Source: an optimization exercise on an open RTL-to-GDS flow (aim: small area). Production flows keep margins and buffers that such runs may drop.
Function was checked by simulation only, so behaviour that the tests miss may differ from the original.
No activity file was given, so power comes from the tool's default toggle rates.

// text_playback_top
module text_playback_top (
    input  logic                              CLK100MHZ,
    input  logic                              rst,
    input  logic                              rxd,
    input  logic                              play_msg,
    input  logic                              play_capture,
    output logic                              txd,
    output logic                              tx_busy,
    output logic                              rx_busy,
    output logic [playback_pkg::CNT_W-1:0]    bytes_loaded
);
Size in the first run: ~2100 flip-flops, ~17 I/O pins, roughly 0.045 mm² of cells after synthesis.
export LEC_CHECK = 0
export ABC_AREA = 1
export CAP_MARGIN = 20
export CORE_MARGIN = 2
export CORE_UTILIZATION = 70
export SLEW_MARGIN = 20
create_clock -name core_clock -period 10.0 [get_ports {CLK100MHZ}]
standard.sh (not shown) runs the stock make flow with config.mk's settings and CLKGATE_MAP_FILE= SYNTH_SCRIPT=/design/flow/synth_recipe.tcl, a recipe that flattens the netlist after the stock synthesis.
==> flow/flow/run.sh <==
#!/bin/bash
# Standard layout with two changes:
# - synthesis maps the logic with an area-only ABC script (no buffering or
#   sizing there; the placer's repair handles drive strengths), otherwise
#   the standard flow's synthesis script unchanged;
# - a leaner clock tree: no dummy loads for balancing, mid-size clock
#   buffers, and single-drive buffers on the ports.
set -euo pipefail
W=$(pwd)
cat > my_synth.tcl <<EOF
proc abc {args} {
  set i [lsearch -exact \$args -script]
  if { \$i >= 0 && [string match *abc_*.script [lindex \$args [expr {\$i + 1}]]] && ![string match *retime* [lindex \$args [expr {\$i + 1}]]] } {
    set args [lreplace \$args \$i [expr {\$i + 1}] -script $W/flow/abc_area_only.script]
    set j [lsearch -exact \$args -D]
    if { \$j >= 0 } { set args [lreplace \$args \$j [expr {\$j + 1}]] }
  }
  yosys abc {*}\$args
}
EOF
cat synth_recipe.tcl >> my_synth.tcl
# The standard flow's make command, run for synthesis with the script above
MK=$(grep '^make ' standard.sh | sed -e "s#SYNTH_SCRIPT=[^ ]*#SYNTH_SCRIPT=$W/my_synth.tcl#" -e 's#"${@:-finish}"#synth#')
eval "$MK" > synth.log 2>&1
export CTS_ARGS="-sink_clustering_enable -repair_clock_nets -dont_use_dummy_load -buf_list sky130_fd_sc_hd__clkbuf_8 -sink_clustering_size 16 -sink_clustering_max_diameter 35"
export BUFFER_PORTS_ARGS="-buffer_cell sky130_fd_sc_hd__buf_1"
bash standard.sh > standard.log 2>&1
==> flow/flow/abc_area_only.script <==
strash; dch -f; map -a; topo
The first run went through all stages and came out clean.
==> next run, changes <==
--- a/flow/flow/run.sh
+++ b/flow/flow/run.sh
@@ -24,3 +24,3 @@
 eval "$MK" > synth.log 2>&1
-export CTS_ARGS="-sink_clustering_enable -repair_clock_nets -dont_use_dummy_load -buf_list sky130_fd_sc_hd__clkbuf_8 -sink_clustering_size 16 -sink_clustering_max_diameter 35"
+export CTS_ARGS="-sink_clustering_enable -repair_clock_nets -dont_use_dummy_load -buf_list sky130_fd_sc_hd__clkbuf_16 -sink_clustering_size 28 -sink_clustering_max_diameter 45"
 export BUFFER_PORTS_ARGS="-buffer_cell sky130_fd_sc_hd__buf_1"
After rerunning:
- power climbs by 8.4%
- count of clock-buffer cells in the layout drops by 38
- routed wire length climbs by 21%
- utilization climbs by 1.6 points
- synthesized area does not change
- sequential share of layout area drops by 1.8 points
- hold slack degrades by 0.017 ns
- cell area climbs by 2.0%
- clock skew climbs by 0.012 ns
- die area does not change
- global-route usage climbs by 4.1 points
==> next run, changes <==
--- a/flow/flow/run.sh
+++ b/flow/flow/run.sh
@@ -24,3 +24,3 @@
 eval "$MK" > synth.log 2>&1
-export CTS_ARGS="-sink_clustering_enable -repair_clock_nets -dont_use_dummy_load -buf_list sky130_fd_sc_hd__clkbuf_16 -sink_clustering_size 28 -sink_clustering_max_diameter 45"
+export CTS_ARGS="-sink_clustering_enable -repair_clock_nets -dont_use_dummy_load -buf_list sky130_fd_sc_hd__clkbuf_8 -sink_clustering_size 20 -sink_clustering_max_diameter 30"
 export BUFFER_PORTS_ARGS="-buffer_cell sky130_fd_sc_hd__buf_1"
- CORE_UTILIZATION: 70 -> 85
- PLACE_DENSITY: not set -> 0.85
The new run failed in detailed placement (3_5_place_dp); synthesized area is unchanged; synthesized cell count stays the same.

---

## run A
Starting RTL as in the previous note.
// text_playback_top
module text_playback_top (
    input  logic                              CLK100MHZ,
    input  logic                              rst,
    input  logic                              rxd,
    input  logic                              play_msg,
    input  logic                              play_capture,
    output logic                              txd,
    output logic                              tx_busy,
    output logic                              rx_busy,
    output logic [playback_pkg::CNT_W-1:0]    bytes_loaded
);
==> flow/config.mk <==
export PLATFORM = sky130hd
export DESIGN_NAME = text_playback_top
export DESIGN_NICKNAME = text_playback_top
export VERILOG_FILES = /design/flow/design.v
export SDC_FILE = /design/flow/constraint.sdc
export NUM_CORES = 4
export LEC_CHECK = 0
export ABC_AREA = 1
export CAP_MARGIN = 20
export CORE_MARGIN = 2
export CORE_UTILIZATION = 70
export SLEW_MARGIN = 20
==> flow/constraint.sdc <==
create_clock -name core_clock -period 10.0 [get_ports {CLK100MHZ}]
set_input_delay 2.0000 -clock core_clock [delete_from_list [all_inputs] [get_ports {CLK100MHZ}]]
set_output_delay 2.0000 -clock core_clock [all_outputs]
set_load 0.01 [all_outputs]
==> flow/flow/run.sh <==
#!/bin/bash
# Standard layout with two changes:
# - synthesis maps the logic with an area-only ABC script (no buffering or
#   sizing there; the placer's repair handles drive strengths), otherwise
#   the standard flow's synthesis script unchanged;
# - a leaner clock tree: no dummy loads for balancing, mid-size clock
#   buffers, and single-drive buffers on the ports.
set -euo pipefail
W=$(pwd)
cat > my_synth.tcl <<EOF
proc abc {args} {
  set i [lsearch -exact \$args -script]
  if { \$i >= 0 && [string match *abc_*.script [lindex \$args [expr {\$i + 1}]]] && ![string match *retime* [lindex \$args [expr {\$i + 1}]]] } {
    set args [lreplace \$args \$i [expr {\$i + 1}] -script $W/flow/abc_area_only.script]
    set j [lsearch -exact \$args -D]
    if { \$j >= 0 } { set args [lreplace \$args \$j [expr {\$j + 1}]] }
  }
  yosys abc {*}\$args
}
EOF
cat synth_recipe.tcl >> my_synth.tcl
# The standard flow's make command, run for synthesis with the script above
MK=$(grep '^make ' standard.sh | sed -e "s#SYNTH_SCRIPT=[^ ]*#SYNTH_SCRIPT=$W/my_synth.tcl#" -e 's#"${@:-finish}"#synth#')
eval "$MK" > synth.log 2>&1
export CTS_ARGS="-sink_clustering_enable -repair_clock_nets -dont_use_dummy_load -buf_list sky130_fd_sc_hd__clkbuf_4 -sink_clustering_size 11 -sink_clustering_max_diameter 30"
export BUFFER_PORTS_ARGS="-buffer_cell sky130_fd_sc_hd__buf_1"
bash standard.sh > standard.log 2>&1
Scripts as last shown in full above: flow/flow/abc_area_only.script
Run A finished all stages; the layout is clean.
Changes in run B relative to run A:
-- flow/flow/run.sh --
<<< run A, line 23
MK=$(grep '^make ' standard.sh | sed -e "s#SYNTH_SCRIPT=[^ ]*#SYNTH_SCRIPT=$W/my_synth.tcl#" -e 's#"${@:-finish}"#synth#')
eval "$MK" > synth.log 2>&1
export CTS_ARGS="-sink_clustering_enable -repair_clock_nets -dont_use_dummy_load -buf_list sky130_fd_sc_hd__clkbuf_4 -sink_clustering_size 11 -sink_clustering_max_diameter 30"
export BUFFER_PORTS_ARGS="-buffer_cell sky130_fd_sc_hd__buf_1"
bash standard.sh > standard.log 2>&1
>>> run B, line 23
MK=$(grep '^make ' standard.sh | sed -e "s#SYNTH_SCRIPT=[^ ]*#SYNTH_SCRIPT=$W/my_synth.tcl#" -e 's#"${@:-finish}"#synth#')
eval "$MK" > synth.log 2>&1
export CTS_ARGS="-sink_clustering_enable -repair_clock_nets -dont_use_dummy_load -buf_list sky130_fd_sc_hd__clkbuf_4 -root_buf sky130_fd_sc_hd__clkbuf_16 -sink_clustering_size 10 -sink_clustering_max_diameter 40"
export BUFFER_PORTS_ARGS="-buffer_cell sky130_fd_sc_hd__buf_1"
bash standard.sh > standard.log 2>&1
Delta (run B minus run A): power density normalized to cell area went up; met1 wire length did not really move.
Re setup slack: run A and run B aren't equal, and the lower value belongs to run A.
When run B is measured against run A, its iteration-0 DRC count of the detailed router turns out 99 lower.
Run B against run A: wire length shows no meaningful change; amount of wire on met3 after detailed routing decreased 2.4%; part of the cycle the worst path needs essentially unchanged.
Diff run A -> run B | layout overhead on the synthesized area | increase of 0.18 points

port drivers added, routing unchanged:
How much do the figures lean on ideal ports? The routed layouts below were timed once more, with nothing changed but the port constraints.
Step 1 (the two cells are an assumption about what drives the block):
set clk [get_ports {CLK100MHZ}]
set_driving_cell -lib_cell sky130_fd_sc_hd__clkbuf_16 $clk
set_driving_cell -lib_cell sky130_fd_sc_hd__buf_2 [delete_from_list [all_inputs] $clk]
Step 2, shift: input delay + t, output delay - t, t = (earliest + latest rising clock arrival at the registers) / 2. This alone moves slack from input paths to output paths.
Three values: no drivers, after step 1, after step 2; two values: the first two.
run	t (ns)	slack for setup (ns)	hold slack, ns	worst setup path after step 2	slew at the worst register clock pin (ns)
the first run of note 1	0.831	6.008 / 6.008 / 5.646	0.284 / 0.284 / 0.284	input to register	0.10 / 0.10
the second run of note 1	0.734	5.952 / 5.952 / 5.576	0.267 / 0.267 / 0.267	input to register	0.10 / 0.10
run A	1.021	6.029 / 6.029 / 5.634	0.248 / 0.248 / 0.248	input to register	0.12 / 0.12
run B	0.801	6.043 / 6.043 / 5.643	0.225 / 0.225 / 0.225	input to register	0.11 / 0.11
After both steps setup and hold are still met in every run listed. The setup slack of run B, which loses most, moves by 0.000 ns with the drivers and by -0.400 ns with both steps.
